Source: an optimization exercise on an open RTL-to-GDS flow (aim: small area, a short achievable clock period and few clock cycles). Production flows keep margins and buffers that such runs may drop. At most, simulation tests tie the RTL to the original design; equivalence was not proved. Power and IR drop assume default switching activity.

## main
==> flow/design.v <==
package pix_pkg;
	localparam int PIXEL_BITS = 8;
	localparam int LANES      = 4;                   
	typedef logic [PIXEL_BITS-1:0]       pixel_t;
	typedef logic [LANES*PIXEL_BITS-1:0] beat_t;    
	localparam int LINE_BEATS   = 4;                 
	localparam int STORED_LINES = 4;                 
	typedef logic [1:0] col_t;                       
	typedef logic [2:0] row_cnt_t;                   
endpackage
package filt_pkg;
	typedef logic [1:0] rot_t;
	typedef logic [7:0] coeff_t;
	localparam coeff_t H_EDGE   = 8'd6;
	localparam coeff_t H_NEAR   = 8'd58;
	localparam coeff_t H_CENTER = 8'd128;
	typedef logic [15:0] prod_t;                     
	typedef logic [17:0] sum_t;                      
	localparam sum_t ROUND_BIAS  = 18'd128;
	localparam int   ROUND_SHIFT = 8;
endpackage
`timescale 1ns/1ps
module y_filter_top
(
	input  logic  clock,
	input  logic  reset,
	input  logic  in_valid,
	output logic  in_ready,
	input  pix_pkg::beat_t in_data,
	input  logic  in_first,
	output logic  out_valid,
	input  logic  out_ready,
	output pix_pkg::beat_t out_data
);
	localparam int LANES = pix_pkg::LANES;
	localparam int PB    = pix_pkg::PIXEL_BITS;
	localparam int LB    = pix_pkg::LINE_BEATS;
	localparam int DEPTH = LB * pix_pkg::STORED_LINES - 2;    
	logic           adv;                                 
	logic           accept;
	pix_pkg::beat_t sr [DEPTH];                          
	logic [9:0]     g2 [LANES];                          
	logic [9:0]     u2 [LANES];                          
	logic [14:0]    p [LANES];                           
	pix_pkg::col_t  col;
	logic [2:0]     row;
	pix_pkg::beat_t res;
	assign adv      = !out_valid || out_ready;
	assign in_ready = adv;
	assign accept   = adv && in_valid;
	pix_pkg::col_t eff_col;
	logic [2:0]    eff_row;
	assign eff_col = in_first ? pix_pkg::col_t'(0) : col;
	assign eff_row = in_first ? 3'd0 : row;
	always_ff @(posedge clock) begin
		if (reset) begin
			col <= '0;
			row <= '0;
		end else if (accept) begin
			col <= eff_col + pix_pkg::col_t'(1);
			if (eff_col == pix_pkg::col_t'(LB - 1) && !eff_row[2]) begin
				row <= eff_row + 3'd1;
			end else begin
				row <= eff_row;
			end
		end
	end
	function automatic logic [29:0] csa(input logic [14:0] a, input logic [14:0] b, input logic [14:0] c);
		csa = {(a & b) | (a & c) | (b & c), a ^ b ^ c};
	endfunction
	function automatic logic [14:0] add15(input logic [14:0] a, input logic [14:0] b);
		logic [14:0] g;
		logic [14:0] p;
		logic [14:0] gg;
		logic [14:0] pp;
		g  = a & b;
		p  = a ^ b;
		gg = g;
		pp = p;
		for (int lv = 0; lv < 4; lv++) begin
			for (int i = 0; i < 15; i++) begin
				if ((i >> lv) & 1) begin
					int j;
					j = ((i >> lv) << lv) - 1;
					gg[i] = gg[i] | (pp[i] & gg[j]);
					pp[i] = pp[i] & pp[j];
				end
			end
		end
		add15 = p ^ {gg[13:0], 1'b0};
	endfunction
	function automatic logic [14:0] cpa1(input logic [29:0] cs);
		cpa1 = add15(cs[14:0], {cs[28:15], 1'b1});
	endfunction
	always_ff @(posedge clock) begin
		if (accept) begin
			sr[0] <= in_data;
			for (int k = 1; k < DEPTH; k++) begin
				sr[k] <= sr[k-1];
			end
			for (int l = 0; l < LANES; l++) begin
				logic [14:0] t;
				logic [14:0] gx;
				t      = cpa1(csa(15'(sr[13][l*PB +: PB]), ~(15'(sr[9][l*PB +: PB])), ~(15'(sr[1][l*PB +: PB]))));
				g2[l] <= t[9:0];
				t      = cpa1(csa(15'(sr[9][l*PB +: PB]), 15'(sr[1][l*PB +: PB]), {6'd0, sr[5][l*PB +: PB], 1'b1}));
				u2[l] <= t[9:0];
				gx     = {{5{g2[l][9]}}, g2[l]};
				p[l]  <= cpa1(csa({gx[13:0], 1'b1}, gx, {u2[l], 5'd0}));
			end
		end
	end
	always_comb begin
		for (int l = 0; l < LANES; l++) begin
			logic [14:0] acc;
			acc = cpa1(csa(p[l], {6'd0, in_data[l*PB +: PB], 1'b0}, {7'd0, in_data[l*PB +: PB]}));
			res[l*PB +: PB] = acc[14:7];
		end
	end
	always_ff @(posedge clock) begin
		if (reset) begin
			out_valid <= 1'b0;
		end else if (adv) begin
			out_valid <= in_valid && eff_row[2];         
		end
	end
	always_ff @(posedge clock) begin
		if (adv) begin
			out_data <= res;
		end
	end
endmodule
==> flow/config.mk <==
export PLATFORM = sky130hd
export DESIGN_NAME = y_filter_top
export DESIGN_NICKNAME = y_filter_top
export VERILOG_FILES = /design/flow/design.v
export SDC_FILE = /design/flow/constraint.sdc
export NUM_CORES = 4
export LEC_CHECK = 0
export ABC_AREA = 1
export CAP_MARGIN = 20
export CORE_MARGIN = 2
export CORE_UTILIZATION = 55
export CTS_BUF_LIST = sky130_fd_sc_hd__clkbuf_8
export CTS_CLUSTER_DIAMETER = 50
export CTS_CLUSTER_SIZE = 18
export SETUP_SLACK_MARGIN = 2.9
export SLEW_MARGIN = 20
==> flow/constraint.sdc <==
create_clock -name core_clock -period 5.5 [get_ports {clock}]
set_input_delay 1.1000 -clock core_clock [delete_from_list [all_inputs] [get_ports {clock}]]
set_output_delay 1.1000 -clock core_clock [all_outputs]
set_load 0.01 [all_outputs]
run.sh (not shown) runs the stock make flow with config.mk's settings and CLKGATE_MAP_FILE= SYNTH_SCRIPT=/design/flow/synth_recipe.tcl, a recipe that flattens the netlist after the stock synthesis.
Testbench counts of main, summed over its fixed seeds: cycles 3,080.
diff inputs: main => the feature branch
-- flow/design.v --
<<< main, line 88
			end
		end
		add15 = p ^ {gg[13:0], 1'b0};
	endfunction
>>> the feature branch, line 88
			end
		end
		for (int i = 2; i < 15; i = i * 2) begin
			gg[i] = (g[i] | (p[i] & g[i-1])) | ((p[i] & p[i-1]) & gg[i-2]);
		end
		add15 = p ^ {gg[13:0], 1'b0};
	endfunction
<<< main, line 126
	end
	always_ff @(posedge clock) begin
		if (adv) begin
			out_data <= res;
		end
>>> the feature branch, line 129
	end
	always_ff @(posedge clock) begin
		if (accept) begin
			out_data <= res;
		end
==> notes.md <==
Of the two candidates, main has the worse maximum operating frequency and the feature branch the better one. Diff main -> the feature branch: total wire length after detailed routing now smaller, total CTS buffers has increased, final critical delay including setup and external delays now smaller. Final number of max-transition violations essentially unchanged between the feature branch and main.
Testbench counts of the feature branch, summed over its fixed seeds: cycles 3,080.

========
## onyx
RTL: the design.v shown in full above, as it stands there.
clock: 5.5 ns
lec_check: 0
cap_margin: 20
core_margin: 2
core_utilization: 40
cts_buf_list: sky130_fd_sc_hd__clkbuf_8
setup_slack_margin: 2.9
slew_margin: 20
Testbench counts of onyx, summed over its fixed seeds: cycles 3,080.
For cedar, these inputs were changed with respect to onyx:
diff --git a/flow/design.v b/flow/design.v
--- a/flow/design.v
+++ b/flow/design.v
@@ -63,59 +63,46 @@
 			end else begin
 				row <= eff_row;
 			end
 		end
 	end
-	function automatic logic [29:0] csa(input logic [14:0] a, input logic [14:0] b, input logic [14:0] c);
-		csa = {(a & b) | (a & c) | (b & c), a ^ b ^ c};
-	endfunction
-	function automatic logic [14:0] add15(input logic [14:0] a, input logic [14:0] b);
-		logic [14:0] g;
-		logic [14:0] p;
-		logic [14:0] gg;
-		logic [14:0] pp;
-		g  = a & b;
-		p  = a ^ b;
-		gg = g;
-		pp = p;
-		for (int lv = 0; lv < 4; lv++) begin
-			for (int i = 0; i < 15; i++) begin
-				if ((i >> lv) & 1) begin
-					int j;
-					j = ((i >> lv) << lv) - 1;
-					gg[i] = gg[i] | (pp[i] & gg[j]);
-					pp[i] = pp[i] & pp[j];
-				end
-			end
-		end
-		add15 = p ^ {gg[13:0], 1'b0};
-	endfunction
-	function automatic logic [14:0] cpa1(input logic [29:0] cs);
-		cpa1 = add15(cs[14:0], {cs[28:15], 1'b1});
+	function automatic logic [23:0] csa(input logic [11:0] a, input logic [11:0] b, input logic [11:0] c);
+		logic [11:0] sum;
+		logic [11:0] maj;
+		sum = a ^ b ^ c;
+		maj = (a & b) | (a & c) | (b & c);
+		csa = {maj[10:0], 1'b0, sum};
 	endfunction
 	always_ff @(posedge clock) begin
 		if (accept) begin
 			sr[0] <= in_data;
 			for (int k = 1; k < DEPTH; k++) begin
 				sr[k] <= sr[k-1];
 			end
 			for (int l = 0; l < LANES; l++) begin
-				logic [14:0] t;
+				logic [23:0] cs;
+				logic [11:0] t;
 				logic [14:0] gx;
-				t      = cpa1(csa(15'(sr[13][l*PB +: PB]), ~(15'(sr[9][l*PB +: PB])), ~(15'(sr[1][l*PB +: PB]))));
+				logic [14:0] ps;
+				logic [14:0] pc;
+				cs     = csa(12'(sr[13][l*PB +: PB]), ~(12'(sr[9][l*PB +: PB])), ~(12'(sr[1][l*PB +: PB])));
+				t      = cs[23:12] + cs[11:0];
 				g2[l] <= t[9:0];
-				t      = cpa1(csa(15'(sr[9][l*PB +: PB]), 15'(sr[1][l*PB +: PB]), {6'd0, sr[5][l*PB +: PB], 1'b1}));
+				cs     = csa(12'(sr[9][l*PB +: PB]), 12'(sr[1][l*PB +: PB]), {3'd0, sr[5][l*PB +: PB], 1'b0});
+				t      = cs[23:12] + cs[11:0];
 				u2[l] <= t[9:0];
 				gx     = {{5{g2[l][9]}}, g2[l]};
-				p[l]  <= cpa1(csa({gx[13:0], 1'b1}, gx, {u2[l], 5'd0}));
+				ps     = {gx[13:0], 1'b0} ^ gx ^ 15'd70;
+				pc     = {(({gx[13:0], 1'b0} & gx) | (({gx[13:0], 1'b0} | gx) & 15'd70)), 1'b0};
+				p[l]  <= ps + pc[14:0] + {u2[l], 5'd0};
 			end
 		end
 	end
 	always_comb begin
 		for (int l = 0; l < LANES; l++) begin
 			logic [14:0] acc;
-			acc = cpa1(csa(p[l], {6'd0, in_data[l*PB +: PB], 1'b0}, {7'd0, in_data[l*PB +: PB]}));
+			acc = p[l] + {6'd0, in_data[l*PB +: PB], 1'b0} + {7'd0, in_data[l*PB +: PB]};
 			res[l*PB +: PB] = acc[14:7];
 		end
 	end
 	always_ff @(posedge clock) begin
 		if (reset) begin
==> comparison <==
Overall die area (cedar vs. onyx) increases slightly
As far as clock latency at the later pin of the worst-skew pair is concerned, cedar and onyx perform about the same.
Re clock power: cedar is 14% down on onyx.
cedar reports its power group with the largest share as combinational logic while onyx reports sequential cells.
cedar vs onyx: maximum frequency up in cedar
Going from onyx to cedar, data arrival time of the critical path went down, minimum setup slack in the final design went up 0.26 ns, global-route usage grew by 0.58 points, core utilization has remained practically unchanged.
Compared with onyx, in cedar count of different cell masters after synthesis rose about 2%, synthesized cell count went up by 80, critical path depth now sits higher, inverter count of the layout excluding clock inverters now sits lower, final non-filler cell area shows an increase of 140 sq um.
Proportion of power drawn by combinational gates ended up 6.9 points higher on cedar than on onyx.
For cedar, only the layout was checked, not whether the RTL still works.

separate check: timing with driven ports:
The flow's constraints put no driver on any port. The routed layouts listed below were extracted and timed again, unchanged, in two steps. Step 1: set_driving_cell puts a clkbuf_16 on clock and a buf_2 on each other input, an assumption about the parent block. Step 2 also shifts input and output timing later by t, the mid clock arrival at the registers, as if the neighbouring blocks saw the same clock. a / b / c = ideal / step 1 / step 2; a / b = the first two.
run | shift t [ns] | setup slack, ns | worst data-port slew with drivers (ns)
main | 0.738 | 2.827 / 2.803 / 2.177 | 0.05
the feature branch | 0.697 | 2.923 / 2.909 / 2.237 | 0.06
onyx | 0.728 | 2.459 / 2.459 / 2.022 | 0.07
cedar | 0.716 | 2.721 / 2.721 / 2.080 | 0.07
After both steps every run listed still meets setup and hold. For the feature branch, which loses most, drivers alone change the setup slack by -0.014 ns; drivers and shift together by -0.686 ns.
